Source: an optimization exercise on an open RTL-to-GDS flow (aim: small area, a short achievable clock period and few clock cycles per item). Production flows keep margins and buffers that such runs may drop.
At most, simulation tests tie the RTL to the original design; equivalence was not proved.
Power is estimated from default activity; no workload was simulated.

Design pointer_motion_scaler_unit, start of the top module:
module pointer_motion_scaler_unit (
  input  logic               clk,
  input  logic               rst,
  input  logic               ev_valid,
  output logic               ev_ready,
  input  logic               ev_func,
  input  logic [2:0]         ev_event_kind,
  input  logic signed [15:0] ev_motion_value,
  input  logic               ev_sync_flag,
  input  logic [2:0]         ev_action,
  output logic               res_valid,
  input  logic               res_ready,
  output logic signed [15:0] res_scaled_value,
  output logic               res_keep_event
);
  function automatic logic [1:0] q0tab(input logic [6:0] x);
    case (x)
      7'd0: q0tab = 2'd1;
      7'd1: q0tab = 2'd1;
      7'd2: q0tab = 2'd0;
      7'd3: q0tab = 2'd0;
      7'd4: q0tab = 2'd0;
      7'd5: q0tab = 2'd0;
      7'd6: q0tab = 2'd2;
      7'd7: q0tab = 2'd2;
      7'd8: q0tab = 2'd1;
      7'd9: q0tab = 2'd1;
  ...
clock: 10.0 ns
lec_check: 0
abc_area: 1
cap_margin: 20
core_margin: 2
core_utilization: 40
setup_slack_margin: 5
slew_margin: 20
run.sh (not shown) runs the stock make flow with config.mk's settings and CLKGATE_MAP_FILE= SYNTH_SCRIPT=/design/flow/synth_recipe.tcl, a recipe that flattens the netlist after the stock synthesis.
The first run finished with timing, DRC and antenna clean.
Testbench counts at the start, summed over its fixed seeds: cycles 8,012, items 8,000.
Change:
--- a/flow/design.v
+++ b/flow/design.v
@@ -445,23 +445,24 @@
   logic        csgn0, csgn1, csgn2, csgn3;
   localparam logic [1:0] D1 = 2'd0, D3 = 2'd1, D5 = 2'd2, D20 = 2'd3;
   logic               r_valid, r_evt, r_kf, r_scale, r_sig, r_q0z, r_q0m1;
   logic [5:0]         r_ns;
   logic [2:0]         r_msel;   
   logic               r_lneg;   
   logic               r_clrm, r_clrs;
   logic [1:0]         r_axis, r_k, r_dcl;
   logic signed [15:0] r_v;
   logic              m_valid;
   logic [17:0]       m_a1;
-  logic [6:0]        m_h;
+  logic [6:0]        m_hb;
+  logic [5:0]        m_st;
   logic              m_d1, m_sig, m_kf;
   logic              o_valid;
   logic signed [15:0] o_value;
   logic              o_keep;
   logic o_free, r_adv, r_ld, accept, accept1;
   logic full_m, full_r, full_p;
   logic o_valid_d, m_valid_d, r_valid_d;
   assign o_free   = res_ready || !o_valid;
   assign r_adv    = res_ready || !full_m;
   assign ev_ready = res_ready || !full_p;
   assign r_ld     = res_ready || !full_r;
@@ -694,33 +695,34 @@
           2'd2: begin clow2 <= nlow; cdig2 <= ndigb; csgn2 <= nsg; end
           default: begin clow3 <= nlow; cdig3 <= ndigb; csgn3 <= nsg; end
         endcase
       end
     end
   end
   always_ff @(posedge clk) begin
     if (rst) m_valid <= 1'b0;
     else if (r_adv) m_valid <= r_valid && r_evt;
     if (r_adv) begin
       m_a1   <= z ^ {18{nu}};
-      m_h    <= hb + {st[5], st};
+      m_hb   <= hb;
+      m_st   <= st;
       m_d1   <= !chain;
       m_sig  <= sig;
       m_kf   <= r_kf;
     end
   end
   logic [17:0] sa;
   logic [14:0] sb;
   logic signed [15:0] ys;
   always_comb begin
-    sa = m_a1 + {{11{m_h[6]}}, m_h};
+    sa = m_a1 + {{11{m_hb[6]}}, m_hb} + {{12{m_st[5]}}, m_st};
     sb = sa[14:0] + (sa[14:0] << 4);
     if (!sa[17] && sa[16:15] != 2'b00)       ys = 16'sh7fff;
     else if (sa[17] && sa[16:15] != 2'b11)   ys = m_sig ? 16'sh8001 : 16'sh8000;
     else if (m_sig && sa[15:0] == 16'h8000)  ys = 16'sh8001;
     else                                     ys = sa[15:0];
   end
   logic [14:0] sc;
   logic signed [15:0] yc;
   logic        yz;
   always_comb begin
     sc = sb + (sb << 8);
Effect: Die area goes up by 2.1%; cell count rises by about 0.9%; utilization increases by 0.47 points; clock-buffer cell count is higher by 2; via count goes down by about 2.2%.
The RTL of the second run of this note was laid out without a check of its function.

========
pointer_motion_scaler_unit, a different RTL version from the one above (not shown whole).
For scale: about 47 I/O pins, ~13000 sq um of cells after synthesis.
// pointer_motion_scaler_unit
module pointer_motion_scaler_unit (
  input  logic               clk,
  input  logic               rst,
  input  logic               ev_valid,
  output logic               ev_ready,
  input  logic               ev_func,
  input  logic [2:0]         ev_event_kind,
  input  logic signed [15:0] ev_motion_value,
  input  logic               ev_sync_flag,
  input  logic [2:0]         ev_action,
  output logic               res_valid,
  input  logic               res_ready,
  output logic signed [15:0] res_scaled_value,
  output logic               res_keep_event
);
clock: 10.0 ns
lec_check: 0
abc_area: 1
cap_margin: 20
core_margin: 2
core_utilization: 40
setup_slack_margin: 5
slew_margin: 20
Testbench counts at the start, summed over its fixed seeds: cycles 8,016, items 8,000.
==> next run, changes <==
--- a/flow/design.v
+++ b/flow/design.v
@@ -449,54 +449,45 @@
   logic [2:0]         r_msel;   
   logic               r_lneg;   
   logic               r_clrm, r_clrs;
   logic [1:0]         r_axis, r_k, r_dcl;
   logic signed [15:0] r_v;
   logic              m_valid;
   logic [17:0]       m_a1;
   logic [6:0]        m_hb;
   logic [5:0]        m_st;
   logic              m_d1, m_sig, m_kf;
-  logic              n_valid;
-  logic [15:0]       n_w;
-  logic              n_d1, n_kf;
   logic              o_valid;
   logic signed [15:0] o_value;
   logic              o_keep;
-  logic o_free, n_adv, r_adv, r_ld, accept, accept1;
-  logic full_n, full_m, full_r, full_p;
-  logic o_valid_d, n_valid_d, m_valid_d, r_valid_d;
+  logic o_free, r_adv, r_ld, accept, accept1;
+  logic full_m, full_r, full_p;
+  logic o_valid_d, m_valid_d, r_valid_d;
   assign o_free   = res_ready || !o_valid;
-  assign n_adv    = res_ready || !full_n;
   assign r_adv    = res_ready || !full_m;
   assign ev_ready = res_ready || !full_p;
   assign r_ld     = res_ready || !full_r;
   assign accept   = ev_valid && ev_ready;
-  logic full_n_d;
-  assign full_n_d = o_valid_d && n_valid_d;
   always_comb begin
     r_valid_d = r_ld ? accept : r_valid;
     m_valid_d = r_adv ? (r_valid && r_evt) : m_valid;
-    n_valid_d = n_adv ? m_valid : n_valid;
-    o_valid_d = o_free ? n_valid : o_valid;
+    o_valid_d = o_free ? m_valid : o_valid;
   end
   always_ff @(posedge clk) begin
     if (rst) begin
-      full_n <= 1'b0;
       full_m <= 1'b0;
       full_r <= 1'b0;
       full_p <= 1'b0;
     end else begin
-      full_n <= o_valid_d && n_valid_d;
-      full_m <= o_valid_d && n_valid_d && m_valid_d;
-      full_r <= o_valid_d && n_valid_d && m_valid_d && r_valid_d;
-      full_p <= o_valid_d && m_valid_d;
+      full_m <= o_valid_d && m_valid_d;
+      full_r <= o_valid_d && m_valid_d && r_valid_d;
+      full_p <= m_valid_d;
     end
   end
   assign accept1  = r_valid && r_adv;
   logic       scale0, wheel0, sig0;
   logic [3:0] code;
   logic [1:0] k0, dcl0;
   logic [2:0] msel0;
   logic       lneg0;
   logic [1:0] qt;
   always_comb begin
@@ -721,37 +712,30 @@
   logic [14:0] sb;
   logic signed [15:0] ys;
   always_comb begin
     sa = m_a1 + {{11{m_hb[6]}}, m_hb} + {{12{m_st[5]}}, m_st};
     sb = sa[14:0] + (sa[14:0] << 4);
     if (!sa[17] && sa[16:15] != 2'b00)       ys = 16'sh7fff;
     else if (sa[17] && sa[16:15] != 2'b11)   ys = m_sig ? 16'sh8001 : 16'sh8000;
     else if (m_sig && sa[15:0] == 16'h8000)  ys = 16'sh8001;
     else                                     ys = sa[15:0];
   end
-  always_ff @(posedge clk) begin
-    if (rst) n_valid <= 1'b0;
-    else if (n_adv) n_valid <= m_valid;
-    if (n_adv) begin
-      n_w  <= m_d1 ? ys : {1'b0, sb};
-      n_d1 <= m_d1;
-      n_kf <= m_kf;
-    end
-  end
   logic [14:0] sc;
   logic signed [15:0] yc;
+  logic        yz;
   always_comb begin
-    sc = n_w[14:0] + (n_w[14:0] << 8);
-    yc = n_d1 ? n_w : {sc[14], sc};
+    sc = sb + (sb << 8);
+    yc = m_d1 ? ys : {sc[14], sc};
+    yz = (sa[14:0] == 15'd0) && (!m_d1 || sa[17:15] == 3'd0);
   end
   always_ff @(posedge clk) begin
     if (rst) o_valid <= 1'b0;
-    else if (o_free) o_valid <= n_valid;
+    else if (o_free) o_valid <= m_valid;
     if (o_free) begin
       o_value <= yc;
-      o_keep  <= n_kf || (yc != 16'sd0);
+      o_keep  <= m_kf || !yz;
     end
   end
   assign res_valid        = o_valid;
   assign res_scaled_value = o_value;
   assign res_keep_event   = o_keep;
 endmodule
After rerunning: Die area decreases by a few percent; critical path depth is unchanged; clock skew increases by 0.0067 ns; worst hold slack is better by 0.029 ns; area after synthesis decreases by a few percent; non-clock buffer count decreases by 4; synthesized cell count decreases by a few percent; wire length decreases by a little under a tenth; power increases by about a fifth.
Testbench counts after the change, summed over its fixed seeds: cycles 8,012, items 8,000.

==> separate check: timing with driven ports <==
The flow's constraints put no driver on any port. The routed layouts listed below were extracted and timed again, unchanged, in two steps. Step 1: set_driving_cell puts a clkbuf_16 on clk and a buf_2 on each other input, an assumption about the parent block. Step 2 adds t to the input delays and takes it off the output delays; t is the mean of the earliest and latest rising clock arrival at the registers after step 1. Input paths then give back, and output paths get back, about the clock's delay inside the block. Slacks: ideal / step 1 / step 2; pairs: ideal / step 1.
| run | shift t [ns] | slack for setup (ns) | worst setup path after step 2 |
|---|---|---|---|
| the first run of note 1 | 0.446 | 5.076 / 5.092 / 4.651 | input to register |
| the second run of note 1 | 0.455 | 4.987 / 4.987 / 4.756 | input to register |
| the first run of note 2 | 0.476 | 5.039 / 5.009 / 4.737 | input to register |
| the second run of note 2 | 0.468 | 5.104 / 5.081 / 4.750 | input to register |
After both steps every run listed still meets setup and hold. The setup slack of the first run of note 1, which loses most, moves by +0.016 ns with the drivers and by -0.425 ns with both steps.
